Source: an optimization exercise on an open RTL-to-GDS flow (aim: small area, a short achievable clock period and few clock cycles per item). Production flows keep margins and buffers that such runs may drop.
Only simulation tests tie the RTL to the original design; equivalence was not proved.
Power figures rest on the tool's default switching activity, not on a simulated workload.

$ cat flow/design.v
module flash_log_item_directory #(
    parameter int ENTRY_COUNT = 35
) (
    input  logic        i_clk,
    input  logic        i_rst_n,
    input  logic        i_s_axis_tvalid,
    output logic        o_s_axis_tready,
    input  logic [63:0] i_s_axis_tdata,   
    input  logic [1:0]  i_s_axis_tuser,   
    output logic        o_m_axis_tvalid,
    input  logic        i_m_axis_tready,
    output logic [47:0] o_m_axis_tdata,   
    output logic [1:0]  o_m_axis_tuser    
);
    localparam int N = ENTRY_COUNT;
    localparam logic [1:0] OP_RECORD     = 2'd0;
    localparam logic [1:0] OP_LOOKUP     = 2'd1;
    localparam logic [1:0] OP_INVALIDATE = 2'd2;
    logic [N-1:0][7:0]  r_id;
    logic [N-1:0][23:0] r_addr;
    logic [N-1:0][23:0] r_len;
    logic [N-1:0]       r_vld;    
    logic [N-1:0]       r_ge;     
    logic [N-1:0]       w_we;
    logic [7:0]         w_id;
    logic [23:0]        w_addr;
    logic [23:0]        w_len;
    logic               w_idff;
    logic        q_v;
    logic        q_rec, q_lk, q_inv, q_keyff;
    logic [7:0]  q_id;
    logic [7:0]  q_blk;
    logic        q_en;
    logic [23:0] q_addr;
    logic [23:0] q_len;
    logic         k_v;
    logic [1:0]   k_f;
    logic [N-1:0] k_sel;
    logic        o_v, o1_v, o_rdy;
    logic [49:0] o_d, o1_d;
    logic        fire;
    logic        drain;
    logic        take;
    logic        n_q_v, n_o1_v;
    assign fire            = q_v & ~o1_v;
    assign drain           = k_v & ~o1_v;
    assign take            = o_v & i_m_axis_tready;
    assign o_s_axis_tready = o_rdy;           
    assign q_en            = ~q_v | ~o1_v;
    assign o_m_axis_tvalid = o_v;
    assign o_m_axis_tdata  = o_d[47:0];
    assign o_m_axis_tuser  = o_d[49:48];
    logic [N-1:0] eq, beq, idff, cand, lm, clr, bsel;
    logic [N-1:0] c_hi, c_sel, l_lo, l_sel, we;
    logic         w_eq, w_beq;
    logic         any_c, any_chi, any_l, any_llo, sel_empty;
    logic [47:0]  lk_data;
    logic [1:0]   res_f;
    logic [49:0]  res;
    assign w_eq  = (w_id == q_id);
    assign w_beq = (w_addr[23:16] == q_blk);
    always_comb begin
        for (int p = 0; p < N; p++) begin
            eq[p]   = w_we[p] ? w_eq   : (r_id[p] == q_id);
            beq[p]  = w_we[p] ? w_beq  : (r_addr[p][23:16] == q_blk);
            idff[p] = w_we[p] ? w_idff : &r_id[p];
            cand[p] = ~r_vld[p] | idff[p] | eq[p];
            lm[p]   = q_lk & (r_vld[p] ? eq[p] : q_keyff);
            clr[p]  = r_vld[p] & ~idff[p] & beq[p];
            bsel[p] = r_ge[p] & ((p == 0) ? 1'b1 : ~r_ge[(p == 0) ? 0 : p - 1]);
        end
        c_hi = cand & r_ge;
        l_lo = lm & ~r_ge;
        any_c   = |cand;
        any_chi = |c_hi;
        any_l   = |lm;
        any_llo = |l_lo;
        for (int p = 0; p < N; p++) begin
            logic below_hi, below_c;
            below_hi = 1'b0;
            below_c  = 1'b0;
            for (int k = 0; k < p; k++) begin
                below_hi |= c_hi[k];
                below_c  |= cand[k];
            end
            c_sel[p] = any_chi ? (c_hi[p] & ~below_hi) : (cand[p] & ~below_c);
        end
        for (int p = 0; p < N; p++) begin
            logic above_lo, above_l;
            above_lo = 1'b0;
            above_l  = 1'b0;
            for (int k = p + 1; k < N; k++) begin
                above_lo |= l_lo[k];
                above_l  |= lm[k];
            end
            l_sel[p] = any_llo ? (l_lo[p] & ~above_lo) : (lm[p] & ~above_l);
        end
        we    = (fire & q_rec) ? (any_c ? c_sel : bsel) : '0;
        res_f = {q_rec & ~any_c, any_l};
        lk_data = '0;
        for (int p = 0; p < N; p++) begin
            lk_data |= {r_len[p], r_addr[p]} & {48{k_sel[p]}};
        end
        sel_empty = |(k_sel & ~r_vld);
        lk_data  |= {48{sel_empty}};
        res = {k_f, lk_data};
    end
    always_ff @(posedge i_clk) begin
        for (int p = 0; p < N; p++) begin
            if (w_we[p]) begin
                r_id[p]   <= w_id;
                r_addr[p] <= w_addr;
                r_len[p]  <= w_len;
            end
        end
        w_id   <= q_id;
        w_addr <= q_addr;
        w_len  <= q_len;
        w_idff <= q_keyff;
    end
    always_ff @(posedge i_clk) begin
        if (!i_rst_n) begin
            r_vld <= '0;
            r_ge  <= '1;
            w_we  <= '0;
        end else begin
            w_we <= we;
            if (fire & q_inv)
                r_vld <= r_vld & ~clr;
            else
                r_vld <= r_vld | we;
            if (fire & q_rec & ~any_c)
                r_ge <= (r_ge & ~bsel) | {N{bsel[N-1]}};
        end
    end
    always_ff @(posedge i_clk) begin
        if (q_en) begin
            q_rec   <= (i_s_axis_tuser == OP_RECORD);
            q_lk    <= (i_s_axis_tuser == OP_LOOKUP);
            q_inv   <= (i_s_axis_tuser == OP_INVALIDATE);
            q_keyff <= &i_s_axis_tdata[7:0];
            q_id    <= i_s_axis_tdata[7:0];
            q_blk   <= i_s_axis_tdata[63:56];
            q_addr  <= i_s_axis_tdata[31:8];
            q_len   <= i_s_axis_tdata[55:32];
        end
    end
    always_ff @(posedge i_clk) begin
        if (!o1_v) begin
            k_f   <= res_f;
            k_sel <= l_sel;
        end
        if (!o_v | take)
            o_d <= o1_v ? o1_d : res;
        if (!o1_v)
            o1_d <= res;
    end
    assign n_q_v  = (i_s_axis_tvalid & q_en) | (q_v & ~fire);
    assign n_o1_v = o1_v ? ~take : (drain & o_v & ~take);
    always_ff @(posedge i_clk) begin
        if (!i_rst_n) begin
            q_v   <= 1'b0;
            k_v   <= 1'b0;
            o_v   <= 1'b0;
            o1_v  <= 1'b0;
            o_rdy <= 1'b1;
        end else begin
            q_v   <= n_q_v;
            k_v   <= fire | (k_v & o1_v);
            o_v   <= o1_v | drain | (o_v & ~take);
            o1_v  <= n_o1_v;
            o_rdy <= ~n_q_v | ~n_o1_v;
        end
    end
endmodule
$ cat flow/run.sh
#!/bin/bash
# synth_recipe.tcl (not shown) runs the flow's synth.tcl, then flattens the netlist and writes it again
# the make line also repeats each setting of config.mk as NAME=value (left out here)
make -C /OpenROAD-flow-scripts/flow DESIGN_CONFIG=/design/flow/config.mk WORK_HOME=/design/flow/orfs CLKGATE_MAP_FILE= SYNTH_SCRIPT=/design/flow/synth_recipe.tcl finish
$ cat flow/config.mk
export PLATFORM = sky130hd
export DESIGN_NAME = flash_log_item_directory
export DESIGN_NICKNAME = flash_log_item_directory
export VERILOG_FILES = /design/flow/design.v
export SDC_FILE = /design/flow/constraint.sdc
export NUM_CORES = 4
export LEC_CHECK = 0
export CAP_MARGIN = 20
export CORE_MARGIN = 2
export CORE_UTILIZATION = 40
export SETUP_SLACK_MARGIN = 4.5
export SLEW_MARGIN = 20
export TNS_END_PERCENT = 5
$ cat flow/constraint.sdc
create_clock -name core_clock -period 8.0 [get_ports {i_clk}]
set_input_delay 1.6000 -clock core_clock [delete_from_list [all_inputs] [get_ports {i_clk}]]
set_output_delay 1.6000 -clock core_clock [all_outputs]
set_load 0.01 [all_outputs]
==> results of run 1 <==
-- worst register-to-register path, cell delays in order, from the launching register on --
cell	delay, ns
edfxtp_1	0.44
buf_12	0.18
buf_4	0.18
xor2_1	0.17
nor4_1	0.65
nand3_1	0.29
o211ai_1	0.21
o211ai_1	0.24
o221a_2	0.38
nor3b_4	0.17
buf_12	0.15
nand2_4	0.17
nor2_1	0.10
a32o_1	0.25
-- through the flow --
step | power [W] | util | hold slack, ns
5_1_grt | 0.0269 | 0.474 | 0.313
6_report | 0.0263 | 0.474 | 0.305
3_5_place_dp | 0.0152 | 0.425 | 0.327
3_3_place_gp | 0.0152 | 0.425 | 0.326
4_1_cts | 0.0263 | 0.471 | 0.308
2_1_floorplan | 0.0145 | - | 0.323
-- placed cells by master, fill, tap and decap left out, types with 14 or more instances in the layout --
cell                n
nor2_1            123
dfxtp_4            39
o21a_1             30
clkbuf_1           65
nand4_1           329
and3_1             16
a222oi_1           53
dfxtp_2            17
a22o_1             59
a32oi_1            52
o21ai_0            85
nand3b_1           20
clkinv_2           52
dfxtp_1           161
bufinv_16          25
and2_1             22
o211ai_1           14
nor4_1             89
o22ai_1            16
buf_12             36
nand2_1           126
xor2_1            164
inv_1             130
clkinv_1           39
a22oi_1           668
edfxtp_1         2115
nand3_1           134
a31oi_1            19
nor3_1             63
a21oi_1            68
clkbuf_16         240
a221oi_1           63
buf_4             279
clkdlybuf4s50_1   120
xnor2_1           400
nor4_2             23
-- registers in the layout, indices dropped and copies added (netlist names), 24 cells and up, named ones only --
register / flops
r_vld: 35
w_len: 24
k_sel: 35
r_ge: 35
q_len: 24
r_len: 840
r_addr: 840
q_addr: 24
o_d: 50
w_we: 35
o1_d: 50
w_addr: 24
r_id: 280
-- where the power goes --
group	internal, W	leakage [nW]	switching, W
Combinational	0.000506	8.90	0.000799
Clock	0.00637	3.84	0.00487
Sequential	0.0135	21.1	0.000205
-- logic make-up after synthesis --
family                 share of synthesized area
AO/OA/AOI/OAI                              0.113
AND/OR/NAND/NOR                           0.0673
flip-flops                                 0.742
buffers and inverters                     0.0213
XOR/XNOR                                  0.0552
multiplexers                            0.000917
-- cell type report --
class                   instances  area, um^2  area share
diodes                          2        5.00   0.0000465
clock buffers                 311        6300      0.0585
clock inverters               138        1580      0.0147
inverters                     132         500     0.00465
multi-input cells            3033       22900       0.213
flip-flops and latches       2332       68000       0.632
well taps                    3009        3760      0.0350
repair buffers                465        4560      0.0424
-- metal layers --
metal	GRT usage	routed length [um]	vias up
met4	0.147	20400	4
li1	-	-	24400
met2	0.472	164000	4816
met3	0.0622	43300	844
met5	0	23	-
met1	0.428	142000	31900
-- how the worst min path moves through the flow --
stage,from,to,slack (ns),cells after the start
after floorplan,q_addr[0],w_addr[0],0.32,0
after global placement,q_addr[18],w_addr[18],0.33,0
after detailed placement,q_len[17],w_len[17],0.33,0
after CTS,q_addr[4],w_addr[4],0.31,0
after global routing,q_addr[4],w_addr[4],0.31,0
final,q_addr[4],w_addr[4],0.30,0
-- timing repair --
action / in CTS / in global routing
resized for setup: 267 / 35
cloned: 9 / 3
setup buffers: 119 / 33
pin swaps: 67 / 23
hold buffers: 0 / 0
setup endpoints to repair: 174 / 157
==> flow_metrics.py, run 1 <==
metrics = {
    "detailed_routing": {
        "initialDrtViolationCount": 11000,
        "finalWirelength_mm": 369,
        "antenna_left": 0,
        "wl_per_cell_um": 39.2,
        "avgViaCountPerCell": 6.57,
        "route.detailed.drc": 0,
        "via_count": 61900,
        "drt-pass1-iter-count": 9,
    },
    "cts": {
        "cts.sinks": 2332,
        "cts_buffers": 236,
        "htree_levels": 4,
        "cts-root-buf": "clkbuf_16",
        "cts_tree": "yes",
        "insertion_delay_ns": 0.94,
        "cts.clk_slew.worst_paths_ns": 0.06,
        "cts_buffer_depth": 3,
    },
    "final_layout": {
        "fin_area_mm2": 0.108,
        "finalNetCount": 6270,
        "fin_cells": 9422,
        "drive_gt1_frac": 0.148,
        "syn_to_final_growth_pct": 17.8,
        "fillers": 19500,
    },
    "critical_path": {
        "cp-end-kind": "flop",
        "crit_path_end": "k_sel[24]",
        "cp-startpoint": "q_id[2]",
        "r2r-end": "k_sel[24]",
        "r2r_cells": 13,
        "path_max_fanout": 10,
        "critical_path_class": "reg -> reg",
        "critPathRequiredTime_ns": 8.60,
        "arrival_ns": 4.48,
        "critical_path.top_delay_family": "simple AND/OR/NAND/NOR gates",
        "critPathSlowestCell": "nor4_1",
        "rr_startpoint": "q_id[2]",
        "max_stage_delay_ns": 0.65,
        "crit_chain": "buf_12 -> buf_4 -> xor2_1 -> nor4_1 -> nand3_1 -> o211ai_1 -> o211ai_1 -> o221a_2 -> nor3b_4 -> buf_12 -> nand2_4 -> nor2_1 -> a32o_1",
        "path_depth": 13,
        "cp.buffers_inverters": 3,
        "ff2ff_setup_slack_ns": 4.12,
        "worstSetupStartpointType": "flop",
    },
    "grt": {
        "grt_max_degree": 50,
        "grt.total_usage": 0.310,
        "gr-total-overflow": 0,
        "grt_pass1_vias": 58800,
        "antenna_found_initial": 11,
        "grt_first_pass_wirelength_mm": 495,
    },
    "sta": {
        "tightest_slew_ns": 1.26,
        "fin_crit_sh": 0.485,
        "rsz0062_at_grt": "yes",
        "finalMaxSlewViolations": 0,
        "setup_ws_ns": 4.12,
        "setup_viol": 0,
        "max-slew-margin-rel": 0.162,
        "final.setup_skew_ns": 0.0967,
        "timing.fmax_ghz": 0.258,
        "finalHoldViolCount": 0,
        "setup_tns_ns": 0,
        "period_minus_slack_ns": 3.88,
    },
    "synthesis": {
        "synth_area_leaders": "edfxtp_1, a22oi_1, dfxtp_1, xnor2_1, nand4_1",
        "syn-cell-area_mm2": 0.0914,
        "synth.most_common_cell": "edfxtp_1",
        "ys_top_cells_by_count": "edfxtp_1, a22oi_1, xnor2_1, nand4_1, dfxtp_1",
        "yosysTopAreaCellShare": 0.695,
        "synth_edf_count": 2115,
        "yosysWarnings": 1,
        "synth_cell_type_count": 95,
        "synth_flop_cell": "edfxtp_1",
        "async_flop_share": 0,
        "synth_area_leader_cell": "edfxtp_1",
        "netlist_instances": 5818,
        "yosysSeqAreaShare": 0.742,
        "synth_nets": 5888,
        "synth_seq_cells": 2332,
        "syn-mean-instance-area_um2": 15.7,
    },
    "placement": {
        "dp.cells": 8807,
        "placed_cell_area_mm2": 0.0966,
        "dp_slack_ns": 2.42,
        "io_buffers": 121,
        "hpwlAfterDp_mm": 206,
        "gp_congestion": 0.994,
    },
    "floorplanning": {
        "die-height_um": 482,
        "ios": 122,
        "rows": 175,
        "core-area_mm2": 0.227,
        "start_util": 0.402,
        "fp.dieW_um": 482,
        "dieArea_mm2": 0.232,
    },
    "outcome": {
        "status": "timing/DRC/antenna clean",
    },
    "worst_hold_path": {
        "hp-class": "reg -> reg",
    },
    "pwr": {
        "irDropWorstVdd_v": 0.000246,
        "power_density_mw_per_mm2": 244,
        "p_leak_nw": 33.9,
    },
    "flow_run": {
        "maxCapViolations": 0,
    },
}
Testbench counts, summed over its fixed seeds: cycles 4,824, items 4,800.
==> inputs of run 2 (changes only) <==
--- a/flow/config.mk
+++ b/flow/config.mk
@@ -7,7 +7,8 @@
 export LEC_CHECK = 0
 export CAP_MARGIN = 20
 export CORE_MARGIN = 2
-export CORE_UTILIZATION = 40
+export CORE_UTILIZATION = 60
+export CTS_BUF_LIST = sky130_fd_sc_hd__clkbuf_8
 export SETUP_SLACK_MARGIN = 4.5
 export SLEW_MARGIN = 20
 export TNS_END_PERCENT = 5
==> run 2 against run 1 <==
  * Clock skew is 0.0016 ns higher
  * Core utilization up 22 points
  * Critical endpoint is now r_vld[29]
  * Routed wire length decreased by 6.3%
  * Worst hold slack better by 0.021 ns
  * First-iteration DRC count up 15%
  * Critical path depth fell by 2
  * Still clean
==> flow_metrics.py, run 2 <==
metrics = {
    "cts": {
        "cts.clk_slew.worst_paths_ns": 0.06,
        "cts_tree": "yes",
        "cts.sinks": 2332,
        "insertion_delay_ns": 1.05,
        "cts-root-buf": "clkbuf_8",
        "htree_levels": 5,
        "cts_buffers": 375,
        "cts_buffer_depth": 4,
    },
    "synthesis": {
        "async_flop_share": 0,
        "yosysWarnings": 1,
        "synth_flop_cell": "edfxtp_1",
        "synth.most_common_cell": "edfxtp_1",
        "yosysTopAreaCellShare": 0.695,
        "synth_area_leaders": "edfxtp_1, a22oi_1, dfxtp_1, xnor2_1, nand4_1",
        "yosysSeqAreaShare": 0.742,
        "synth_seq_cells": 2332,
        "syn-cell-area_mm2": 0.0914,
        "synth_cell_type_count": 95,
        "netlist_instances": 5818,
        "synth_edf_count": 2115,
        "syn-mean-instance-area_um2": 15.7,
        "synth_nets": 5888,
        "ys_top_cells_by_count": "edfxtp_1, a22oi_1, xnor2_1, nand4_1, dfxtp_1",
        "synth_area_leader_cell": "edfxtp_1",
    },
    "grt": {
        "grtUsageMet3": 0.118,
        "top_usage_layer": "met2",
        "gr-total-overflow": 0,
        "antenna_found_initial": 9,
        "grt.total_usage": 0.437,
        "use_met1": 0.608,
        "grt_pass1_vias": 59100,
        "grt_use_met2": 0.637,
        "grt_max_degree": 50,
        "grt_first_pass_wirelength_mm": 468,
    },
    "sta": {
        "fin_crit_sh": 0.505,
        "setup_ws_ns": 3.96,
        "timing.fmax_ghz": 0.247,
        "period_minus_slack_ns": 4.04,
        "setup_viol": 0,
        "tightest_slew_ns": 1.33,
        "final.setup_skew_ns": 0.0983,
        "setup_tns_ns": 0,
        "finalMaxSlewViolations": 0,
        "max-slew-margin-rel": 0.116,
        "rsz0062_at_grt": "yes",
        "finalHoldViolCount": 0,
    },
    "floorplanning": {
        "dieArea_mm2": 0.155,
        "die-height_um": 394,
        "core-area_mm2": 0.152,
        "ios": 122,
        "start_util": 0.603,
        "rows": 143,
        "fp.dieW_um": 394,
    },
    "worst_hold_path": {
        "hp-class": "reg -> reg",
    },
    "pwr": {
        "p_sw_frac": 0.228,
        "irDropWorstVdd_v": 0.000195,
        "power_density_mw_per_mm2": 233,
        "power.switching_w": 0.00559,
        "pwr-share-seq": 0.561,
        "internal_power_w": 0.0189,
        "combPwrFrac": 0.049,
        "clock_power_share": 0.389,
        "p_leak_nw": 33.9,
    },
    "placement": {
        "hpwlAfterDp_mm": 192,
        "dp.cells": 7820,
        "io_buffers": 121,
        "dp_slack_ns": 2.49,
        "gp_congestion": 1.01,
    },
    "final_layout": {
        "syn_to_final_growth_pct": 14.8,
        "fin_cells": 8643,
        "top_regs": "r_addr: 840 flops, r_len: 840 flops, r_id: 280 flops",
        "fillers": 10300,
        "final_common_cell": "edfxtp_1",
        "drive_gt1_frac": 0.154,
        "finalNetCount": 6376,
        "final_cell_mix": "edfxtp_1, a22oi_1, clkbuf_8, xnor2_1, nand4_1",
    },
    "flow_run": {
        "maxCapViolations": 0,
    },
    "detailed_routing": {
        "route.detailed.drc": 0,
        "wl_per_cell_um": 40.0,
        "drt-pass1-iter-count": 8,
        "via_count": 62900,
        "antenna_left": 0,
        "initialDrtViolationCount": 12700,
        "finalWirelength_mm": 346,
        "avgViaCountPerCell": 7.28,
    },
    "critical_path": {
        "cp-end-kind": "flop",
        "max_stage_delay_ns": 0.72,
        "critical_path.top_delay_family": "simple AND/OR/NAND/NOR gates",
        "cp.buffers_inverters": 3,
        "critical_path_class": "reg -> reg",
        "arrival_ns": 4.92,
        "critPathSlowestCell": "dfxtp_4",
        "worstSetupStartpointType": "flop",
        "path_max_fanout": 39,
        "crit_chain": "buf_6 -> nand3_1 -> and3b_1 -> and4_2 -> nand4_1 -> or2_4 -> nand4_1 -> buf_4 -> buf_4 -> o32a_1 -> a311oi_2",
        "critPathRequiredTime_ns": 8.87,
    },
    "outcome": {
        "status": "timing/DRC/antenna clean",
    },
}
## run 2: cell families after synthesis
group	after synthesis	share of synthesized area
AOI/OAI and AO/OA	1347	0.113
xor gates and xnor gates	576	0.0552
buffers and inverters	456	0.0213
DFF	2332	0.742
muxes	8	0.000917
and+or+nand+nor	1099	0.0673
## run 2: stage by stage
step / hold WS, ns / power (W) / instance area [um^2] / util
2_1_floorplan: 0.323 / 0.0145 / 91500 / -
3_3_place_gp: 0.324 / 0.0151 / 95300 / 0.629
3_5_place_dp: 0.327 / 0.0151 / 95300 / 0.629
4_1_cts: 0.332 / 0.0245 / 104000 / 0.685
5_1_grt: 0.330 / 0.0251 / 105000 / 0.692
6_report: 0.326 / 0.0245 / 105000 / 0.692
## run 2: worst register-to-register path, stage by stage (launching register included)
cell	delay [ns]
dfxtp_4	0.72
buf_6	0.72
nand3_1	0.49
and3b_1	0.40
and4_2	0.32
nand4_1	0.20
or2_4	0.25
nand4_1	0.15
buf_4	0.17
buf_4	0.13
o32a_1	0.18
a311oi_2	0.22
## run 2: per-layer routing
layer	wire, um	up-vias
met5	38	-
met2	149000	5865
met1	123000	31300
met3	51200	1131
li1	-	24600
met4	22200	6
## run 2: power groups by stage
stage	combinational (W)	sequential (W)	clock, W
global route	0.00125	0.0138	0.0101
finish	0.00121	0.0137	0.00954
floorplan	0.000497	0.0140	0
detailed placement	0.00110	0.0140	0
CTS	0.00117	0.0137	0.00955
global placement	0.00109	0.0140	0
## run 2: timing repair
action                     4_1_cts  5_1_grt
setup endpoints to repair      275      272
pin swaps                       35       51
gates resized for setup        160      113
hold buffers                     0        0
setup buffers                   76       56
gates cloned                     4        2
## run 2: worst paths after layout
check	from	end	slack [ns]	cells after the start
setup / recovery	w_we[24]	r_vld[29]	3.96	11
hold / removal	q_addr[19]	w_addr[19]	0.33	0
setup reg to reg	w_we[24]	r_vld[29]	3.96	11
hold reg to reg	q_addr[19]	w_addr[19]	0.33	0
## run 2: cell type report
| class | count | area, um^2 | area share |
|---|---|---|---|
| Sequential cell | 2332 | 68000 | 0.649 |
| Multi-Input combinational cell | 3033 | 22800 | 0.218 |
| Clock buffer | 410 | 5640 | 0.0538 |
| Timing Repair Buffer | 432 | 4110 | 0.0391 |
| Tap cell | 2030 | 2540 | 0.0242 |
| Clock inverter | 265 | 1240 | 0.0118 |
| Inverter | 132 | 497 | 0.00474 |
| Antenna cell | 9 | 22.5 | 0.000215 |
==> inputs of run 3 (changes only) <==
--- a/flow/design.v
+++ b/flow/design.v
@@ -22,6 +22,9 @@
     logic [N-1:0]       r_vld;    
     logic [N-1:0]       r_ge;     
     logic [N-1:0]       w_we;
+    logic               w_v;      
+    logic               w_chi;
+    logic [N-1:0]       w_a, w_b;
     logic [7:0]         w_id;
     logic [23:0]        w_addr;
     logic [23:0]        w_len;
@@ -36,6 +39,8 @@
     logic         k_v;
     logic [1:0]   k_f;
     logic [N-1:0] k_sel;
+    logic         k_lo;           
+    logic [N-1:0] k_a, k_b;
     logic        o_v, o1_v, o_rdy;
     logic [49:0] o_d, o1_d;
     logic        fire;
@@ -51,7 +56,7 @@
     assign o_m_axis_tdata  = o_d[47:0];
     assign o_m_axis_tuser  = o_d[49:48];
     logic [N-1:0] eq, beq, idff, cand, lm, clr, bsel;
-    logic [N-1:0] c_hi, c_sel, l_lo, l_sel, we;
+    logic [N-1:0] c_hi, c_sel_hi, c_sel_all, l_lo, l_sel_lo, l_sel_all, vld;
     logic         w_eq, w_beq;
     logic         any_c, any_chi, any_l, any_llo, sel_empty;
     logic [47:0]  lk_data;
@@ -61,12 +66,13 @@
     assign w_beq = (w_addr[23:16] == q_blk);
     always_comb begin
         for (int p = 0; p < N; p++) begin
+            vld[p]  = r_vld[p] | w_we[p];
             eq[p]   = w_we[p] ? w_eq   : (r_id[p] == q_id);
             beq[p]  = w_we[p] ? w_beq  : (r_addr[p][23:16] == q_blk);
             idff[p] = w_we[p] ? w_idff : &r_id[p];
-            cand[p] = ~r_vld[p] | idff[p] | eq[p];
-            lm[p]   = q_lk & (r_vld[p] ? eq[p] : q_keyff);
-            clr[p]  = r_vld[p] & ~idff[p] & beq[p];
+            cand[p] = ~vld[p] | idff[p] | eq[p];
+            lm[p]   = q_lk & (vld[p] ? eq[p] : q_keyff);
+            clr[p]  = vld[p] & ~idff[p] & beq[p];
             bsel[p] = r_ge[p] & ((p == 0) ? 1'b1 : ~r_ge[(p == 0) ? 0 : p - 1]);
         end
         c_hi = cand & r_ge;
@@ -83,7 +89,8 @@
                 below_hi |= c_hi[k];
                 below_c  |= cand[k];
             end
-            c_sel[p] = any_chi ? (c_hi[p] & ~below_hi) : (cand[p] & ~below_c);
+            c_sel_hi[p]  = c_hi[p] & ~below_hi;
+            c_sel_all[p] = any_c ? (cand[p] & ~below_c) : bsel[p];
         end
         for (int p = 0; p < N; p++) begin
             logic above_lo, above_l;
@@ -93,14 +100,15 @@
                 above_lo |= l_lo[k];
                 above_l  |= lm[k];
             end
-            l_sel[p] = any_llo ? (l_lo[p] & ~above_lo) : (lm[p] & ~above_l);
+            l_sel_lo[p]  = l_lo[p] & ~above_lo;
+            l_sel_all[p] = lm[p] & ~above_l;
         end
-        we    = (fire & q_rec) ? (any_c ? c_sel : bsel) : '0;
         res_f = {q_rec & ~any_c, any_l};
         lk_data = '0;
         for (int p = 0; p < N; p++) begin
             lk_data |= {r_len[p], r_addr[p]} & {48{k_sel[p]}};
         end
+        k_sel     = k_lo ? k_a : k_b;
         sel_empty = |(k_sel & ~r_vld);
         lk_data  |= {48{sel_empty}};
         res = {k_f, lk_data};
@@ -118,17 +126,20 @@
         w_len  <= q_len;
         w_idff <= q_keyff;
     end
+    assign w_we = {N{w_v}} & (w_chi ? w_a : w_b);
+    always_ff @(posedge i_clk) begin
+        w_chi <= any_chi;
+        w_a   <= c_sel_hi;
+        w_b   <= c_sel_all;
+    end
     always_ff @(posedge i_clk) begin
         if (!i_rst_n) begin
             r_vld <= '0;
             r_ge  <= '1;
-            w_we  <= '0;
+            w_v   <= 1'b0;
         end else begin
-            w_we <= we;
-            if (fire & q_inv)
-                r_vld <= r_vld & ~clr;
-            else
-                r_vld <= r_vld | we;
+            w_v   <= fire & q_rec;
+            r_vld <= vld & ~((fire & q_inv) ? clr : '0);
             if (fire & q_rec & ~any_c)
                 r_ge <= (r_ge & ~bsel) | {N{bsel[N-1]}};
         end
@@ -148,7 +159,9 @@
     always_ff @(posedge i_clk) begin
         if (!o1_v) begin
             k_f   <= res_f;
-            k_sel <= l_sel;
+            k_lo  <= any_llo;
+            k_a   <= l_sel_lo;
+            k_b   <= l_sel_all;
         end
         if (!o_v | take)
             o_d <= o1_v ? o1_d : res;
--- a/flow/config.mk
+++ b/flow/config.mk
@@ -7,8 +7,7 @@
 export LEC_CHECK = 0
 export CAP_MARGIN = 20
 export CORE_MARGIN = 2
-export CORE_UTILIZATION = 60
-export CTS_BUF_LIST = sky130_fd_sc_hd__clkbuf_8
+export CORE_UTILIZATION = 40
 export SETUP_SLACK_MARGIN = 4.5
 export SLEW_MARGIN = 20
 export TNS_END_PERCENT = 5
==> run 3 against run 2 <==
  * Clock-buffer cell count decreased by 95
  * Via count decreased by 2.9%
  * First-iteration DRC count decreased by 10%
  * Sequential cell count increased by 73
  * Worst hold slack improved by 0.011 ns
  * Register-to-register slack improved by 0.28 ns
  * Critical path type unchanged
  * Largest cell class unchanged
  * Largest power group unchanged
==> flow_metrics.py, run 3 <==
metrics = {
    "floorplanning": {
        "ios": 122,
        "die-height_um": 486,
        "dieArea_mm2": 0.236,
        "fp.dieW_um": 486,
        "core-area_mm2": 0.230,
        "start_util": 0.403,
        "rows": 176,
    },
    "pwr": {
        "pwr-share-seq": 0.524,
        "power_density_mw_per_mm2": 248,
        "clock_power_share": 0.430,
        "p_leak_nw": 35.3,
        "combPwrFrac": 0.046,
        "internal_power_w": 0.0211,
        "power.switching_w": 0.00592,
        "p_sw_frac": 0.219,
        "power_w": 0.0270,
        "irDropWorstVdd_v": 0.000262,
    },
    "sta": {
        "setup_viol": 0,
        "setup_tns_ns": 0,
        "period_minus_slack_ns": 3.76,
        "rsz0062_at_grt": "yes",
        "finalMaxSlewViolations": 0,
        "max-slew-margin-rel": 0.205,
        "whs_ns": 0.337,
        "setup_ws_ns": 4.24,
        "timing.fmax_ghz": 0.266,
        "fin_crit_sh": 0.470,
        "finalHoldViolCount": 0,
        "tightest_slew_ns": 1.19,
        "final.setup_skew_ns": 0.0664,
    },
    "detailed_routing": {
        "antenna_left": 0,
        "wl_per_cell_um": 39.7,
        "route.detailed.drc": 0,
        "via_count": 61100,
        "avgViaCountPerCell": 6.59,
        "initialDrtViolationCount": 11400,
        "drt-pass1-iter-count": 9,
        "finalWirelength_mm": 368,
    },
    "synthesis": {
        "async_flop_share": 0,
        "synth_cell_type_count": 98,
        "synth_area_leader_cell": "edfxtp_1",
        "yosysTopAreaCellShare": 0.696,
        "synth_area_leaders": "edfxtp_1, dfxtp_1, xnor2_1, a221oi_1, a22o_1",
        "synth_flop_cell": "edfxtp_1",
        "synth_nets": 5753,
        "ys_top_cells_by_count": "edfxtp_1, xnor2_1, a221oi_1, a22o_1, xor2_1",
        "synth.most_common_cell": "edfxtp_1",
        "yosysSeqAreaShare": 0.750,
        "synth_edf_count": 2151,
        "syn-cell-area_mm2": 0.0929,
        "yosysWarnings": 1,
        "netlist_instances": 5683,
        "synth_seq_cells": 2405,
        "syn-mean-instance-area_um2": 16.3,
    },
    "final_layout": {
        "syn_to_final_growth_pct": 17.2,
        "final_cell_mix": "edfxtp_1, xnor2_1, a22o_1, a221oi_1, xor2_1",
        "final_common_cell": "edfxtp_1",
        "top_regs": "r_addr: 840 flops, r_len: 840 flops, r_id: 280 flops",
        "finalNetCount": 6092,
        "fin_area_mm2": 0.109,
        "drive_gt1_frac": 0.154,
    },
    "placement": {
        "gp_congestion": 0.966,
        "placed_cell_area_mm2": 0.0981,
        "io_buffers": 121,
        "dp_slack_ns": 2.52,
        "hpwlAfterDp_mm": 205,
    },
    "cts": {
        "cts.sinks": 2405,
        "cts-root-buf": "clkbuf_16",
        "ctsHoldBuffers": 0,
        "insertion_delay_ns": 0.93,
        "cts_buffers": 238,
        "cts.clk_slew.worst_paths_ns": 0.07,
        "cts_tree": "yes",
        "htree_levels": 4,
        "cts_buffer_depth": 3,
    },
    "grt": {
        "grt_pass1_vias": 57100,
        "gr-total-overflow": 0,
        "grt_first_pass_wirelength_mm": 490,
        "grt_max_degree": 66,
        "antenna_found_initial": 21,
        "grt.total_usage": 0.302,
    },
    "critical_path": {
        "cp.buffers_inverters": 2,
        "crit_chain": "buf_4 -> mux2_4 -> buf_4 -> a22o_1 -> a221oi_2 -> nand4_1 -> nor3_4 -> a2bb2oi_1",
        "critPathSlowestCell": "mux2_4",
        "critPathRequiredTime_ns": 8.62,
        "cp-end-kind": "flop",
        "critical_path_class": "reg -> reg",
        "max_stage_delay_ns": 0.51,
        "critical_path.top_delay_family": "compound AO/OA/AOI/OAI gates",
        "path_max_fanout": 30,
        "worstSetupStartpointType": "flop",
        "cp_common_cell": "buf_4",
        "arrival_ns": 4.38,
    },
    "worst_hold_path": {
        "hp-class": "reg -> reg",
    },
    "outcome": {
        "status": "timing/DRC/antenna clean",
    },
    "flow_run": {
        "maxCapViolations": 0,
    },
}
==> run 3: routing by layer <==
layer	track usage	routed length, um
met1	0.417	141000
met2	0.453	161000
met3	0.0679	46300
met4	0.141	19700
met5	0	53
==> run 3: timing repair <==
action	in CTS	in global routing
cloned	18	3
gates resized for setup	158	119
endpoints found under the hold margin	0	0
pin swaps	28	24
setup endpoints to repair	593	228
setup buffers	86	31
==> run 3: worst paths after layout <==
| kind | from | to | slack (ns) | depth (start not counted) |
|---|---|---|---|---|
| worst max-delay path | k_lo | o_d[16] | 4.24 | 8 |
| worst min-delay path | q_len[22] | w_len[22] | 0.34 | 0 |
| worst max register to register | k_lo | o_d[16] | 4.24 | 8 |
| worst min register to register | q_len[22] | w_len[22] | 0.34 | 0 |
==> run 3: per-stage QoR <==
stage,utilization,std cells
finish,0.473,9272
global route,0.473,9262
CTS,0.469,9223
detailed placement,0.426,8668
global placement,0.426,8668
floorplan,-,5683
==> run 3: kinds of logic (layout without fill, tap and decap cells) <==
family,Yosys count,after routing,synth area share
other,0,13,0
xor gates and xnor gates,576,576,0.0543
and+or+nand+nor,984,995,0.0592
AOI/OAI and AO/OA,1235,1236,0.109
muxes,72,73,0.00858
buffers and inverters,411,948,0.0183
DFF,2405,2405,0.750
==> run 3: area by class of cell <==
type	instances	area, um^2
Timing Repair Buffer	402	3770
Inverter	88	429
Multi-Input combinational cell	2880	22900
Antenna cell	13	32.5
Clock inverter	136	1620
Clock buffer	315	6580
Sequential cell	2405	69700
Tap cell	3026	3790
Timing Repair inverter	7	41.3
Fill cell	19600	121000
==> run 3: power by group through the flow <==
stage / Clock (W) / Sequential (W) / Combinational [W]
after floorplan: 0 / 0.0144 / 0.000483
after global placement: 0 / 0.0144 / 0.00116
after detailed placement: 0 / 0.0144 / 0.00115
after global routing: 0.0122 / 0.0142 / 0.00129
final: 0.0116 / 0.0141 / 0.00125
after CTS: 0.0117 / 0.0141 / 0.00121
==> run 3: worst reg2reg max path, delay by kind of cell, from the launching register on <==
family | cells | cell delay (ns)
mux | 1 | 0.51
buf+inv | 2 | 0.70
flops | 1 | 0.45
simple gates | 2 | 0.77
compound gates | 3 | 1.04
Testbench counts of run 3, summed over its fixed seeds: cycles 4,824, items 4,800.
==> inputs of run 4 (changes only) <==
--- a/flow/design.v
+++ b/flow/design.v
@@ -39,8 +39,7 @@
     logic         k_v;
     logic [1:0]   k_f;
     logic [N-1:0] k_sel;
-    logic         k_lo;           
-    logic [N-1:0] k_a, k_b;
+    logic [N-1:0] k_a, k_b;       
     logic        o_v, o1_v, o_rdy;
     logic [49:0] o_d, o1_d;
     logic        fire;
@@ -101,14 +100,14 @@
                 above_l  |= lm[k];
             end
             l_sel_lo[p]  = l_lo[p] & ~above_lo;
-            l_sel_all[p] = lm[p] & ~above_l;
+            l_sel_all[p] = lm[p] & ~above_l & ~any_llo;
         end
         res_f = {q_rec & ~any_c, any_l};
         lk_data = '0;
         for (int p = 0; p < N; p++) begin
             lk_data |= {r_len[p], r_addr[p]} & {48{k_sel[p]}};
         end
-        k_sel     = k_lo ? k_a : k_b;
+        k_sel     = k_a | k_b;
         sel_empty = |(k_sel & ~r_vld);
         lk_data  |= {48{sel_empty}};
         res = {k_f, lk_data};
@@ -159,7 +158,6 @@
     always_ff @(posedge i_clk) begin
         if (!o1_v) begin
             k_f   <= res_f;
-            k_lo  <= any_llo;
             k_a   <= l_sel_lo;
             k_b   <= l_sel_all;
         end
==> run 4 against run 3 <==
  * Worst hold slack worse by 0.022 ns
  * Worst setup slack better by 0.0015 ns
  * Clock skew down 0.017 ns
  * Critical path type unchanged
  * Largest power group unchanged
==> flow_metrics.py, run 4 <==
metrics = {
    "synthesis": {
        "yosysTopAreaCellShare": 0.693,
        "synth.most_common_cell": "edfxtp_1",
        "synth_cell_type_count": 96,
        "synth_flop_cell": "edfxtp_1",
        "synth_area_leaders": "edfxtp_1, dfxtp_1, xnor2_1, a22oi_1, nand4_1",
        "netlist_instances": 5800,
        "yosysWarnings": 1,
        "async_flop_share": 0,
        "ys_top_cells_by_count": "edfxtp_1, xnor2_1, a22oi_1, nand4_1, dfxtp_1",
        "synth_edf_count": 2150,
        "synth_nets": 5870,
        "syn-cell-area_mm2": 0.0931,
        "yosysSeqAreaShare": 0.748,
        "syn-mean-instance-area_um2": 16.1,
        "synth_area_leader_cell": "edfxtp_1",
        "synth_seq_cells": 2404,
    },
    "critical_path": {
        "r2r-end": "w_chi",
        "critPathRequiredTime_ns": 8.75,
        "cp-end-kind": "flop",
        "critPathSlowestCell": "or4b_1",
        "max_stage_delay_ns": 0.59,
        "crit_path_end": "w_chi",
        "ff2ff_setup_slack_ns": 4.24,
        "path_max_fanout": 5,
        "worstSetupStartpointType": "flop",
        "r2r_cells": 11,
        "rr_startpoint": "w_chi",
        "arrival_ns": 4.51,
        "cp_common_cell": "buf_4",
        "cp-startpoint": "w_chi",
        "critical_path_class": "reg -> reg",
        "crit_chain": "clkbuf_4 -> buf_4 -> mux2_2 -> nand2_2 -> o21ai_1 -> o2bb2a_1 -> nand2_1 -> nand4_1 -> buf_4 -> or3b_4 -> or4b_1",
    },
    "sta": {
        "setup_tns_ns": 0,
        "max-slew-margin-rel": 0.192,
        "final.setup_skew_ns": 0.0494,
        "setup_viol": 0,
        "timing.fmax_ghz": 0.266,
        "finalMaxSlewViolations": 0,
        "period_minus_slack_ns": 3.76,
        "finalHoldViolCount": 0,
        "tightest_slew_ns": 1.21,
        "rsz0062_at_grt": "yes",
        "fin_crit_sh": 0.470,
    },
    "pwr": {
        "power_w": 0.0267,
        "p_leak_nw": 34.1,
        "irDropWorstVdd_v": 0.000236,
        "power_density_mw_per_mm2": 248,
    },
    "floorplanning": {
        "ios": 122,
        "start_util": 0.401,
        "core-area_mm2": 0.232,
        "dieArea_mm2": 0.237,
        "die-height_um": 486,
        "fp.dieW_um": 486,
        "rows": 177,
    },
    "final_layout": {
        "multi_input_area_mm2": 0.0227,
        "register_area_mm2": 0.0697,
        "top_regs": "r_addr: 840 flops, r_len: 840 flops, r_id: 280 flops",
        "drive_gt1_frac": 0.137,
        "final_common_cell": "edfxtp_1",
        "syn_to_final_growth_pct": 15.7,
        "fin_cells": 9323,
        "fillers": 19800,
        "final_cell_mix": "edfxtp_1, xnor2_1, a22oi_1, nand4_1, clkbuf_16",
        "finalNetCount": 6135,
    },
    "cts": {
        "insertion_delay_ns": 0.91,
        "cts_tree": "yes",
        "cts-root-buf": "clkbuf_16",
        "cts.clk_slew.worst_paths_ns": 0.07,
        "htree_levels": 4,
        "cts_buffer_depth": 3,
        "cts.sinks": 2404,
        "cts_buffers": 230,
        "ctsHoldBuffers": 0,
    },
    "worst_hold_path": {
        "hp-class": "reg -> reg",
    },
    "detailed_routing": {
        "wl_per_cell_um": 38.8,
        "route.detailed.drc": 0,
        "antenna_left": 0,
        "drt-pass1-iter-count": 6,
        "avgViaCountPerCell": 6.56,
        "via_count": 61100,
        "finalWirelength_mm": 361,
        "initialDrtViolationCount": 11900,
    },
    "placement": {
        "hpwlAfterDp_mm": 201,
        "io_buffers": 121,
        "gp_congestion": 0.973,
        "dp.cells": 8777,
    },
    "outcome": {
        "status": "timing/DRC/antenna clean",
    },
    "grt": {
        "grt_max_degree": 73,
        "grt_first_pass_wirelength_mm": 484,
        "grt_pass1_vias": 56700,
        "gr-total-overflow": 0,
        "grt.total_usage": 0.297,
        "antenna_found_initial": 19,
    },
    "flow_run": {
        "maxCapViolations": 0,
    },
}
[run 4: cell types whose count changed in the layout (fill, tap and decap cells not counted), sizes merged, moves of 57 or more]
cell    change
a22oi     +221
xnor2     +136
a22o      -105
a221oi    -111
buf        -57
xor2      -136
nand4      +59
[run 4: critical path: cells and delay by family, from the launching register on]
kind                   cells  cell delay (ns)
DFF                        1             0.37
and+or+nand+nor            5             1.56
buffers and inverters      3             0.53
AOI/OAI and AO/OA          2             0.81
muxes                      1             0.33
[run 4: cell type report]
cell class,count,share of cell area
antenna,16,0.000372
clock inverter,112,0.0107
tap,3043,0.0353
timing repair buffer,353,0.0314
multi-input combinational,2964,0.211
sequential,2404,0.647
inverter,106,0.00443
timing repair inverter,6,0.000325
clock buffer,319,0.0599
[run 4: how the worst min path moves through the flow]
stage	from	to	slack, ns	cells past startpoint
detailed placement	q_addr[11]	w_addr[11]	0.33	0
global route	q_len[5]	w_len[5]	0.32	0
global placement	q_addr[5]	w_addr[5]	0.32	0
floorplan	q_addr[0]	w_addr[0]	0.32	0
finish	q_len[5]	w_len[5]	0.32	0
CTS	q_len[5]	w_len[5]	0.32	0
[run 4: per-layer routing]
metal,global-route usage,part of all wire
met5,0,0.000039
met1,0.408,0.38
met4,0.138,0.056
met2,0.450,0.44
met3,0.0646,0.12
[run 4: where the power goes]
part           internal [W]  total, W  switching, W
registers            0.0140    0.0142      0.000242
clock network       0.00614    0.0110       0.00487
logic              0.000544   0.00148      0.000933
[run 4: stage by stage]
step / hold slack (ns) / utilization / instance area [um^2] / setup WS (ns)
global route: 0.323 / 0.464 / 108000 / 4.22
detailed placement: 0.327 / 0.423 / 98200 / 2.85
global placement: 0.324 / 0.423 / 98200 / 2.92
floorplan: 0.323 / - / 93300 / 4.42
CTS: 0.315 / 0.462 / 107000 / 4.19
finish: 0.316 / 0.464 / 108000 / 4.24
[run 4: logic make-up after synthesis]
group | after synthesis | synth area share
and+or+nand+nor | 1098 | 0.0666
DFF | 2404 | 0.748
xor gates and xnor gates | 576 | 0.0542
muxes | 38 | 0.00454
buffers and inverters | 446 | 0.0198
AOI/OAI and AO/OA | 1238 | 0.107
[run 4: timing repair]
| action | in CTS | in global routing |
|---|---|---|
| endpoints found under the hold margin | 0 | 0 |
| pin swaps | 29 | 11 |
| endpoints found under the setup margin | 330 | 157 |
| setup buffers | 54 | 19 |
| cloned | 19 | 5 |
| resized for setup | 134 | 47 |
Testbench counts of run 4, summed over its fixed seeds: cycles 4,824, items 4,800.
==> inputs of run 5 (changes only) <==
--- a/flow/config.mk
+++ b/flow/config.mk
@@ -10,4 +10,4 @@
 export CORE_UTILIZATION = 40
 export SETUP_SLACK_MARGIN = 4.5
 export SLEW_MARGIN = 20
-export TNS_END_PERCENT = 5
+export TNS_END_PERCENT = 30
==> run 5 against run 4 <==
  * Register-to-register slack improved by 0.12 ns
  * Combinational power rose by 4%
  * Still clean
  * Area after synthesis stayed put
  * First-iteration DRC count decreased by 6.8%
  * Worst hold slack improved by 0.017 ns
  * Clock-buffer cell count fell by 29
  * Largest cell class unchanged
  * Global-route usage rose by 0.15 points
  * Fmax rose by 1.1%
==> flow_metrics.py, run 5 <==
metrics = {
    "outcome": {
        "status": "timing/DRC/antenna clean",
    },
    "floorplanning": {
        "die-height_um": 486,
        "rows": 177,
        "fp.dieW_um": 486,
        "dieArea_mm2": 0.237,
        "ios": 122,
        "start_util": 0.401,
        "core-area_mm2": 0.232,
    },
    "cts": {
        "htree_levels": 4,
        "cts_buffer_depth": 3,
        "insertion_delay_ns": 0.92,
        "cts_buffers": 232,
        "cts.sinks": 2404,
        "cts_tree": "yes",
        "ctsHoldBuffers": 0,
        "cts-root-buf": "clkbuf_16",
        "cts.clk_slew.worst_paths_ns": 0.06,
    },
    "grt": {
        "grt_first_pass_wirelength_mm": 486,
        "grt.total_usage": 0.298,
        "antenna_found_initial": 18,
        "gr-total-overflow": 0,
        "grt_max_degree": 60,
        "grt_pass1_vias": 57200,
    },
    "synthesis": {
        "synth_area_leaders": "edfxtp_1, dfxtp_1, xnor2_1, a22oi_1, nand4_1",
        "ys_top_cells_by_count": "edfxtp_1, xnor2_1, a22oi_1, nand4_1, dfxtp_1",
        "syn-mean-instance-area_um2": 16.1,
        "synth_cell_type_count": 96,
        "synth_flop_cell": "edfxtp_1",
        "synth.most_common_cell": "edfxtp_1",
        "syn-cell-area_mm2": 0.0931,
        "synth_seq_cells": 2404,
        "async_flop_share": 0,
        "synth_nets": 5870,
        "yosysTopAreaCellShare": 0.693,
        "synth_edf_count": 2150,
        "yosysWarnings": 1,
        "yosysSeqAreaShare": 0.748,
        "synth_area_leader_cell": "edfxtp_1",
        "netlist_instances": 5800,
    },
    "detailed_routing": {
        "initialDrtViolationCount": 11100,
        "route.detailed.drc": 0,
        "wl_per_cell_um": 39.2,
        "avgViaCountPerCell": 6.58,
        "via_count": 61700,
        "drt-pass1-iter-count": 9,
        "finalWirelength_mm": 367,
        "antenna_left": 0,
    },
    "placement": {
        "hpwlAfterDp_mm": 199,
        "dp.cells": 8776,
        "io_buffers": 121,
        "gp_congestion": 0.964,
    },
    "final_layout": {
        "final_cell_mix": "edfxtp_1, xnor2_1, a22oi_1, nand4_1, clkbuf_16",
        "fin_cells": 9372,
        "final_common_cell": "edfxtp_1",
        "multi_input_area_mm2": 0.0231,
        "register_area_mm2": 0.0697,
        "fillers": 19600,
        "drive_gt1_frac": 0.154,
        "fin_util": 0.471,
        "finalNetCount": 6178,
        "top_regs": "r_addr: 840 flops, r_len: 840 flops, r_id: 280 flops",
        "syn_to_final_growth_pct": 17.3,
    },
    "critical_path": {
        "path_max_fanout": 1,
        "crit_chain": "clkdlybuf4s50_1",
        "path_depth": 1,
        "crit_path_end": "o_m_axis_tdata[23]",
        "worstSetupStartpointType": "flop",
        "cp-startpoint": "o_d[23]",
        "r2r_cells": 7,
        "critPathSlowestCell": "clkdlybuf4s50_1",
        "max_stage_delay_ns": 0.63,
        "critical_path_class": "reg -> out",
        "cp-end-kind": "output port",
        "critical_path.top_delay_family": "buffers and inverters",
        "arrival_ns": 2.12,
        "cp.buffers_inverters": 1,
        "rr_startpoint": "k_b[25]",
        "critPathRequiredTime_ns": 6.40,
        "ff2ff_setup_slack_ns": 4.36,
        "r2r-end": "o_d[18]",
    },
    "worst_hold_path": {
        "hp-class": "reg -> reg",
        "min_path_cells": 0,
    },
    "sta": {
        "rsz0062_at_grt": "yes",
        "final.setup_skew_ns": 0.0623,
        "setup_tns_ns": 0,
        "finalMaxSlewViolations": 0,
        "timing.fmax_ghz": 0.269,
        "setup_viol": 0,
        "fin_crit_sh": 0.465,
        "max-slew-margin-rel": 0.173,
        "tightest_slew_ns": 1.23,
        "finalHoldViolCount": 0,
        "period_minus_slack_ns": 3.72,
    },
    "pwr": {
        "irDropWorstVdd_v": 0.000213,
        "p_leak_nw": 34.8,
        "power.switching_w": 0.00620,
        "clock_power_share": 0.426,
        "internal_power_w": 0.0212,
        "p_sw_frac": 0.226,
        "power_density_mw_per_mm2": 251,
        "pwr-share-seq": 0.518,
        "combPwrFrac": 0.056,
    },
    "flow_run": {
        "maxCapViolations": 0,
    },
}
==> run 5: cell count changes in the layout (fill, tap and decap cells not counted), moves of 6 or more <==
| cell | before | now |
|---|---|---|
| clkbuf_1 | 59 | 36 |
| bufinv_16 | 15 | 33 |
| buf_4 | 190 | 207 |
| nor4_1 | 111 | 101 |
| nor4_2 | 5 | 15 |
| clkinv_2 | 39 | 48 |
| clkinvlp_4 | 35 | 44 |
| buf_16 | 3 | 10 |
| nand2_1 | 138 | 132 |
==> run 5: how the worst min path moves through the flow <==
stage,startpoint,endpoint,slack [ns]
floorplan,q_addr[0],w_addr[0],0.32
global placement,q_len[18],w_len[18],0.32
detailed placement,q_addr[4],w_addr[4],0.33
CTS,q_addr[8],w_addr[8],0.33
global route,q_len[16],w_len[16],0.35
finish,q_addr[8],w_addr[8],0.33
==> run 5: logic make-up after synthesis <==
kind of cell,count (synthesis),synth area share
flip-flops,2404,0.748
AND/OR/NAND/NOR,1098,0.0666
buffers and inverters,446,0.0198
AO/OA/AOI/OAI,1238,0.107
multiplexers,38,0.00454
XOR/XNOR,576,0.0542
==> run 5: repair_timing <==
item | in CTS | in global routing
endpoints found under the setup margin | 239 | 140
cloned | 26 | 12
resized for setup | 147 | 123
setup buffers | 74 | 28
pin swaps | 29 | 22
hold endpoints to repair | 0 | 0
==> run 5: stage by stage <==
stage | total power [W] | hold slack [ns] | setup WS, ns | instance area (um^2)
after floorplan | 0.0150 | 0.323 | 4.42 | 93400
after global placement | 0.0158 | 0.323 | 3.10 | 98200
after detailed placement | 0.0158 | 0.327 | 3.05 | 98300
after CTS | 0.0274 | 0.333 | 4.23 | 108000
after global routing | 0.0280 | 0.345 | 4.30 | 109000
final | 0.0274 | 0.333 | 4.28 | 109000
==> run 5: area by class of cell <==
class / count / area share
sequential: 2404 / 0.638
multi-input combinational: 2969 / 0.211
clock buffer: 290 / 0.0574
timing repair buffer: 388 / 0.0364
tap: 3043 / 0.0348
clock inverter: 152 / 0.0172
inverter: 106 / 0.00447
timing repair inverter: 7 / 0.000344
antenna: 13 / 0.000298
==> run 5: metal layers <==
metal | vias up | wire [um] | global-route usage
li1 | 24200 | - | -
met1 | 31600 | 138000 | 0.404
met2 | 4997 | 161000 | 0.450
met3 | 893 | 48300 | 0.0777
met4 | 16 | 20400 | 0.138
met5 | - | 110 | 0
==> run 5: power by group through the flow <==
stage,clock network [W],registers (W),logic (W)
4_1_cts,0.0117,0.0142,0.00148
6_report,0.0117,0.0142,0.00154
2_1_floorplan,0,0.0144,0.000602
3_5_place_dp,0,0.0144,0.00141
3_3_place_gp,0,0.0144,0.00140
5_1_grt,0.0122,0.0142,0.00159
==> inputs of run 6 (changes only) <==
--- a/flow/config.mk
+++ b/flow/config.mk
@@ -7,7 +7,7 @@
 export LEC_CHECK = 0
 export CAP_MARGIN = 20
 export CORE_MARGIN = 2
-export CORE_UTILIZATION = 40
+export CORE_UTILIZATION = 50
 export SETUP_SLACK_MARGIN = 4.5
 export SLEW_MARGIN = 20
-export TNS_END_PERCENT = 30
+export TNS_END_PERCENT = 5
==> run 6 against run 5 <==
  * Still clean
  * Routed wire length is 2.7% lower
  * Final cell count is 6.2% lower
  * Worst hold slack barely moved
  * Sequential cell count did not move
  * Sequential power hardly changed
  * Design area decreased by 1.3%
  * Via count fell by 0.79%
  * Critical path depth grew 5
  * Synthesized cell count unchanged
  * Clock-buffer cell count increased by 33
  * Worst setup slack worse by 0.056 ns
  * First-iteration DRC count is 5.6% higher
==> flow_metrics.py, run 6 <==
metrics = {
    "placement": {
        "gp_congestion": 1.01,
        "hpwlAfterDp_mm": 200,
        "io_buffers": 121,
        "placed_cell_area_mm2": 0.0976,
    },
    "critical_path": {
        "critPathRequiredTime_ns": 8.54,
        "max_stage_delay_ns": 0.77,
        "crit_chain": "inv_1 -> a22oi_1 -> nand4_1 -> and3b_4 -> buf_6 -> a32oi_1",
        "cp.buffers_inverters": 2,
        "critPathSlowestCell": "dfxtp_1",
        "cp-end-kind": "flop",
        "arrival_ns": 4.31,
        "critical_path_class": "reg -> reg",
        "path_max_fanout": 26,
        "worstSetupStartpointType": "flop",
        "critical_path.top_delay_family": "simple AND/OR/NAND/NOR gates",
    },
    "synthesis": {
        "yosysTopAreaCellShare": 0.693,
        "ys_top_cells_by_count": "edfxtp_1, xnor2_1, a22oi_1, nand4_1, dfxtp_1",
        "synth_nets": 5870,
        "syn-cell-area_mm2": 0.0931,
        "synth.most_common_cell": "edfxtp_1",
        "synth_flop_cell": "edfxtp_1",
        "yosysWarnings": 1,
        "async_flop_share": 0,
        "netlist_instances": 5800,
        "synth_area_leader_cell": "edfxtp_1",
        "synth_cell_type_count": 96,
        "synth_seq_cells": 2404,
        "syn-mean-instance-area_um2": 16.1,
        "synth_edf_count": 2150,
        "yosysSeqAreaShare": 0.748,
        "synth_area_leaders": "edfxtp_1, dfxtp_1, xnor2_1, a22oi_1, nand4_1",
    },
    "cts": {
        "cts_buffers": 233,
        "insertion_delay_ns": 0.90,
        "cts-root-buf": "clkbuf_16",
        "ctsHoldBuffers": 0,
        "htree_levels": 4,
        "cts_buffer_depth": 3,
        "cts.sinks": 2404,
        "cts.clk_slew.worst_paths_ns": 0.06,
        "cts_tree": "yes",
    },
    "detailed_routing": {
        "antenna_left": 0,
        "drt-pass1-iter-count": 6,
        "wl_per_cell_um": 40.7,
        "avgViaCountPerCell": 6.96,
        "initialDrtViolationCount": 11700,
        "finalWirelength_mm": 357,
        "route.detailed.drc": 0,
        "via_count": 61200,
    },
    "floorplanning": {
        "fp.dieW_um": 436,
        "core-area_mm2": 0.185,
        "start_util": 0.503,
        "dieArea_mm2": 0.190,
        "die-height_um": 436,
        "ios": 122,
        "rows": 158,
    },
    "final_layout": {
        "syn_to_final_growth_pct": 15.8,
        "final_common_cell": "edfxtp_1",
        "final_cell_mix": "edfxtp_1, xnor2_1, a22oi_1, nand4_1, clkbuf_16",
        "fin_area_mm2": 0.108,
        "top_regs": "r_addr: 840 flops, r_len: 840 flops, r_id: 280 flops",
        "drive_gt1_frac": 0.144,
        "finalNetCount": 6165,
    },
    "grt": {
        "gr-total-overflow": 0,
        "antenna_found_initial": 17,
        "grt.total_usage": 0.364,
        "grt_pass1_vias": 56700,
        "grt_max_degree": 69,
        "grt_first_pass_wirelength_mm": 475,
    },
    "sta": {
        "tightest_slew_ns": 1.19,
        "final.setup_skew_ns": 0.0436,
        "finalHoldViolCount": 0,
        "rsz0062_at_grt": "yes",
        "finalMaxSlewViolations": 0,
        "fin_crit_sh": 0.472,
        "period_minus_slack_ns": 3.77,
        "whs_ns": 0.333,
        "setup_tns_ns": 0,
        "setup_viol": 0,
        "timing.fmax_ghz": 0.265,
        "max-slew-margin-rel": 0.206,
    },
    "pwr": {
        "irDropWorstVdd_v": 0.000270,
        "p_leak_nw": 34.4,
        "power_w": 0.0272,
        "power_density_mw_per_mm2": 252,
    },
    "outcome": {
        "status": "timing/DRC/antenna clean",
    },
    "worst_hold_path": {
        "hp-class": "reg -> reg",
    },
    "flow_run": {
        "maxCapViolations": 0,
    },
}
-- run 6: cell counts after synthesis --
No cell type changed its count.
-- run 6: repair_timing --
| item | in CTS | in global routing |
|---|---|---|
| pin swaps | 18 | 33 |
| buffers inserted | 31 | 55 |
| setup endpoints to repair | 390 | 195 |
| resized for setup | 76 | 142 |
| gates cloned | 11 | 13 |
-- run 6: cell families after synthesis --
| family | count (synthesis) | share of synthesized area |
|---|---|---|
| multiplexers | 38 | 0.00454 |
| XOR/XNOR | 576 | 0.0542 |
| AND/OR/NAND/NOR | 1098 | 0.0666 |
| AO/OA/AOI/OAI | 1238 | 0.107 |
| flip-flops | 2404 | 0.748 |
| buffers and inverters | 446 | 0.0198 |
-- run 6: area by class of cell --
cell class | count | area [um^2]
inverters | 106 | 478
repair buffers | 381 | 3730
clock inverters | 121 | 1430
diodes | 4 | 10.0
multi-input cells | 2964 | 22700
well taps | 2480 | 3100
repair inverters | 5 | 31.3
clock buffers | 323 | 6630
flip-flops and latches | 2404 | 69700
fillers | 14200 | 77400
-- run 6: worst paths after layout --
path / start / end / slack [ns] / cells past startpoint
hold / removal: q_len[10] / w_len[10] / 0.33 / 0
hold reg to reg: q_len[10] / w_len[10] / 0.33 / 0
setup reg to reg: r_vld[14] / o_d[15] / 4.23 / 6
setup / recovery: r_vld[14] / o_d[15] / 4.23 / 6
-- run 6: metrics by stage --
step | std cells | util | setup WS (ns)
2_1_floorplan | 5800 | - | 4.42
3_3_place_gp | 8226 | 0.527 | 2.79
3_5_place_dp | 8227 | 0.527 | 2.94
4_1_cts | 8713 | 0.574 | 4.29
5_1_grt | 8784 | 0.582 | 4.35
6_report | 8788 | 0.582 | 4.23
-- run 6: power by group --
group | total [W] | switching (W) | internal, W
sequential | 0.0141 | 0.000198 | 0.0140
clock | 0.0115 | 0.00485 | 0.00669
combinational | 0.00150 | 0.000949 | 0.000552
-- run 6: layer usage --
metal,wire [um],global-route usage
met5,139,0
met4,19200,0.166
met3,46500,0.0869
met2,157000,0.543
met1,135000,0.509
==> inputs of run 7 (changes only) <==
--- a/flow/config.mk
+++ b/flow/config.mk
@@ -7,7 +7,7 @@
 export LEC_CHECK = 0
 export CAP_MARGIN = 20
 export CORE_MARGIN = 2
-export CORE_UTILIZATION = 50
-export SETUP_SLACK_MARGIN = 4.5
+export CORE_UTILIZATION = 40
+export SETUP_SLACK_MARGIN = 5
 export SLEW_MARGIN = 20
 export TNS_END_PERCENT = 5
==> run 7 against run 6 <==
  * Synthesized cell count unchanged
  * Sequential share of layout area decreased by 1.5 points
  * Clock-buffer cell count decreased by 4
  * Core utilization decreased by 11 points
  * Via count increased by 2.3%
  * Largest cell class unchanged
==> flow_metrics.py, run 7 <==
metrics = {
    "grt": {
        "gr-total-overflow": 0,
        "grt_first_pass_wirelength_mm": 495,
        "antenna_found_initial": 14,
        "grt_max_degree": 73,
        "grt_pass1_vias": 58000,
        "grt.total_usage": 0.304,
    },
    "critical_path": {
        "rr_startpoint": "w_chi",
        "cp.buffers_inverters": 3,
        "critPathRequiredTime_ns": 8.79,
        "arrival_ns": 4.26,
        "critical_path.top_delay_family": "simple AND/OR/NAND/NOR gates",
        "cp_common_cell": "buf_6",
        "max_stage_delay_ns": 0.55,
        "worstSetupStartpointType": "flop",
        "critPathSlowestCell": "or4b_4",
        "ff2ff_setup_slack_ns": 4.52,
        "crit_chain": "buf_6 -> mux2_2 -> a2bb2oi_1 -> o211ai_1 -> buf_4 -> and2_1 -> nand2_1 -> nand4b_1 -> nand3b_1 -> buf_6 -> or4b_4",
        "r2r-end": "w_chi",
        "path_max_fanout": 7,
        "critical_path_class": "reg -> reg",
        "cp-end-kind": "flop",
        "r2r_cells": 11,
    },
    "final_layout": {
        "final_common_cell": "edfxtp_1",
        "drive_gt1_frac": 0.174,
        "fin_util": 0.476,
        "top_regs": "r_addr: 840 flops, r_len: 840 flops, r_id: 280 flops",
        "register_area_mm2": 0.0697,
        "final_cell_mix": "edfxtp_1, xnor2_1, a22oi_1, nand4_1, buf_4",
        "finalNetCount": 6271,
        "multi_input_area_mm2": 0.0238,
        "syn_to_final_growth_pct": 18.6,
        "fillers": 19600,
    },
    "placement": {
        "dp_slack_ns": 2.85,
        "hpwlAfterDp_mm": 201,
        "io_buffers": 121,
        "gp_congestion": 0.973,
    },
    "cts": {
        "cts-root-buf": "clkbuf_16",
        "cts.sinks": 2404,
        "cts_tree": "yes",
        "cts_buffers": 230,
        "htree_levels": 4,
        "ctsHoldBuffers": 0,
        "insertion_delay_ns": 0.93,
        "cts_buffer_depth": 3,
        "cts.clk_slew.worst_paths_ns": 0.07,
    },
    "worst_hold_path": {
        "holdPathEnd": "w_len[12]",
        "hp-class": "reg -> reg",
        "min_path_cells": 0,
        "holdCritStartpoint": "q_len[12]",
    },
    "synthesis": {
        "syn-mean-instance-area_um2": 16.1,
        "ys_top_cells_by_count": "edfxtp_1, xnor2_1, a22oi_1, nand4_1, dfxtp_1",
        "synth_area_leaders": "edfxtp_1, dfxtp_1, xnor2_1, a22oi_1, nand4_1",
        "synth_area_leader_cell": "edfxtp_1",
        "syn-cell-area_mm2": 0.0931,
        "yosysSeqAreaShare": 0.748,
        "yosysWarnings": 1,
        "synth_nets": 5870,
        "synth_flop_cell": "edfxtp_1",
        "netlist_instances": 5800,
        "synth.most_common_cell": "edfxtp_1",
        "yosysTopAreaCellShare": 0.693,
        "async_flop_share": 0,
        "synth_cell_type_count": 96,
        "synth_edf_count": 2150,
        "synth_seq_cells": 2404,
    },
    "floorplanning": {
        "start_util": 0.401,
        "fp.dieW_um": 486,
        "rows": 177,
        "die-height_um": 486,
        "dieArea_mm2": 0.237,
        "ios": 122,
        "core-area_mm2": 0.232,
    },
    "detailed_routing": {
        "wl_met2_mm": 163,
        "finalWirelength_mm": 372,
        "wl_met3_mm": 48.4,
        "met1Wirelength_mm": 137,
        "avgViaCountPerCell": 6.62,
        "routed.top_layer": "met5",
        "initialDrtViolationCount": 12200,
        "route.detailed.drc": 0,
        "wl_per_cell_um": 39.4,
        "antenna_left": 0,
        "drt-pass1-iter-count": 7,
        "via_count": 62600,
    },
    "pwr": {
        "irDropWorstVdd_v": 0.000242,
        "p_leak_nw": 35.3,
        "power_w": 0.0267,
        "power_density_mw_per_mm2": 242,
    },
    "sta": {
        "whs_ns": 0.320,
        "max-slew-margin-rel": 0.159,
        "timing.fmax_ghz": 0.288,
        "setup_tns_ns": 0,
        "finalHoldViolCount": 0,
        "setup_ws_ns": 4.52,
        "period_minus_slack_ns": 3.48,
        "rsz0062_at_grt": "yes",
        "finalMaxSlewViolations": 0,
        "setup_viol": 0,
        "final.setup_skew_ns": 0.0606,
        "tightest_slew_ns": 1.25,
        "fin_crit_sh": 0.434,
    },
    "outcome": {
        "status": "timing/DRC/antenna clean",
    },
    "flow_run": {
        "maxCapViolations": 0,
    },
}
-- run 7: cell counts after synthesis --
Identical to the previous run, type by type.
-- run 7: how the worst max path moves through the flow --
stage	from	endpoint	slack (ns)	cells after the start
6_report	w_chi	w_chi	4.52	11
5_1_grt	q_id[2]	k_b[0]	4.41	15
4_1_cts	o_d[0]	o_m_axis_tdata[0]	4.58	1
3_5_place_dp	w_chi	k_a[15]	2.85	11
3_3_place_gp	w_chi	k_b[14]	2.92	10
2_1_floorplan	w_chi	r_ge[30]	4.42	12
-- run 7: stage by stage --
step                      cells  cell area [um^2]
after CTS                  9393            109000
final                      9451            110000
after global placement     8776             98200
after detailed placement   8777             98200
after global routing       9446            110000
after floorplan            5800             93300
-- run 7: layout make-up --
type	instances	share of cell area
clock buffers	319	0.0585
well taps	3043	0.0345
clock inverters	112	0.0104
repair inverters	7	0.000385
inverters	106	0.00435
multi-input cells	2971	0.216
repair buffers	481	0.0449
flip-flops and latches	2404	0.631
diodes	8	0.000181
-- run 7: kinds of logic (layout without fill, tap and decap cells) --
logic type             Yosys count  after routing  synth area share
flip-flops                    2404           2404             0.748
AO/OA/AOI/OAI                 1238           1242             0.107
AND/OR/NAND/NOR               1098           1115            0.0666
XOR/XNOR                       576            576            0.0542
buffers and inverters          446           1025            0.0198
multiplexers                    38             38           0.00454
other                            0              8                 0
-- run 7: repair_timing --
item / CTS / global route
setup endpoints to repair: 1047 / 405
setup buffers: 148 / 42
pin swaps: 70 / 46
gates resized for setup: 367 / 124
cloned: 37 / 8
-- run 7: power by group --
part           switching, W  internal (W)  total, W
clock network       0.00488       0.00614    0.0110
logic              0.000969      0.000557   0.00153
registers          0.000244        0.0140    0.0142
-- run 7: metal layers --
metal  vias up  global-route usage
li1      24400                   -
met1     32100               0.411
met2      5183               0.459
met3       979              0.0726
met4         4               0.155
met5         -                   0

## what the ideal ports hide
The flow's constraints put no driver on any port. The routed layouts listed below were extracted and timed again, unchanged, in two steps. Step 1 sets driving cells, clkbuf_16 on the clock port and buf_2 on the other inputs (assumed; they add their load-dependent delay and slew). Step 2 adds t to the input delays and takes it off the output delays; t is the mean of the earliest and latest rising clock arrival at the registers after step 1. Input paths then give back, and output paths get back, about the clock's delay inside the block. Three values: ideal ports, drivers, drivers and shift; two values: the first two.
run | t (ns) | setup WS [ns] | worst slew at a driven data input, ns
run 1 | 0.982 | 4.119 / 4.119 / 4.119 | 0.08
run 2 | 1.099 | 3.957 / 3.957 / 3.957 | 0.05
run 3 | 0.986 | 4.240 / 4.240 / 4.223 | 0.09
run 4 | 0.966 | 4.242 / 4.206 / 4.242 | 0.10
run 5 | 0.974 | 4.281 / 4.193 / 4.075 | 0.09
run 6 | 0.979 | 4.225 / 4.225 / 4.225 | 0.12
run 7 | 0.982 | 4.524 / 4.522 / 4.309 | 0.09
After both steps setup and hold are still met in every run listed. The setup slack of run 7, which loses most, moves by -0.002 ns with the drivers and by -0.215 ns with both steps.
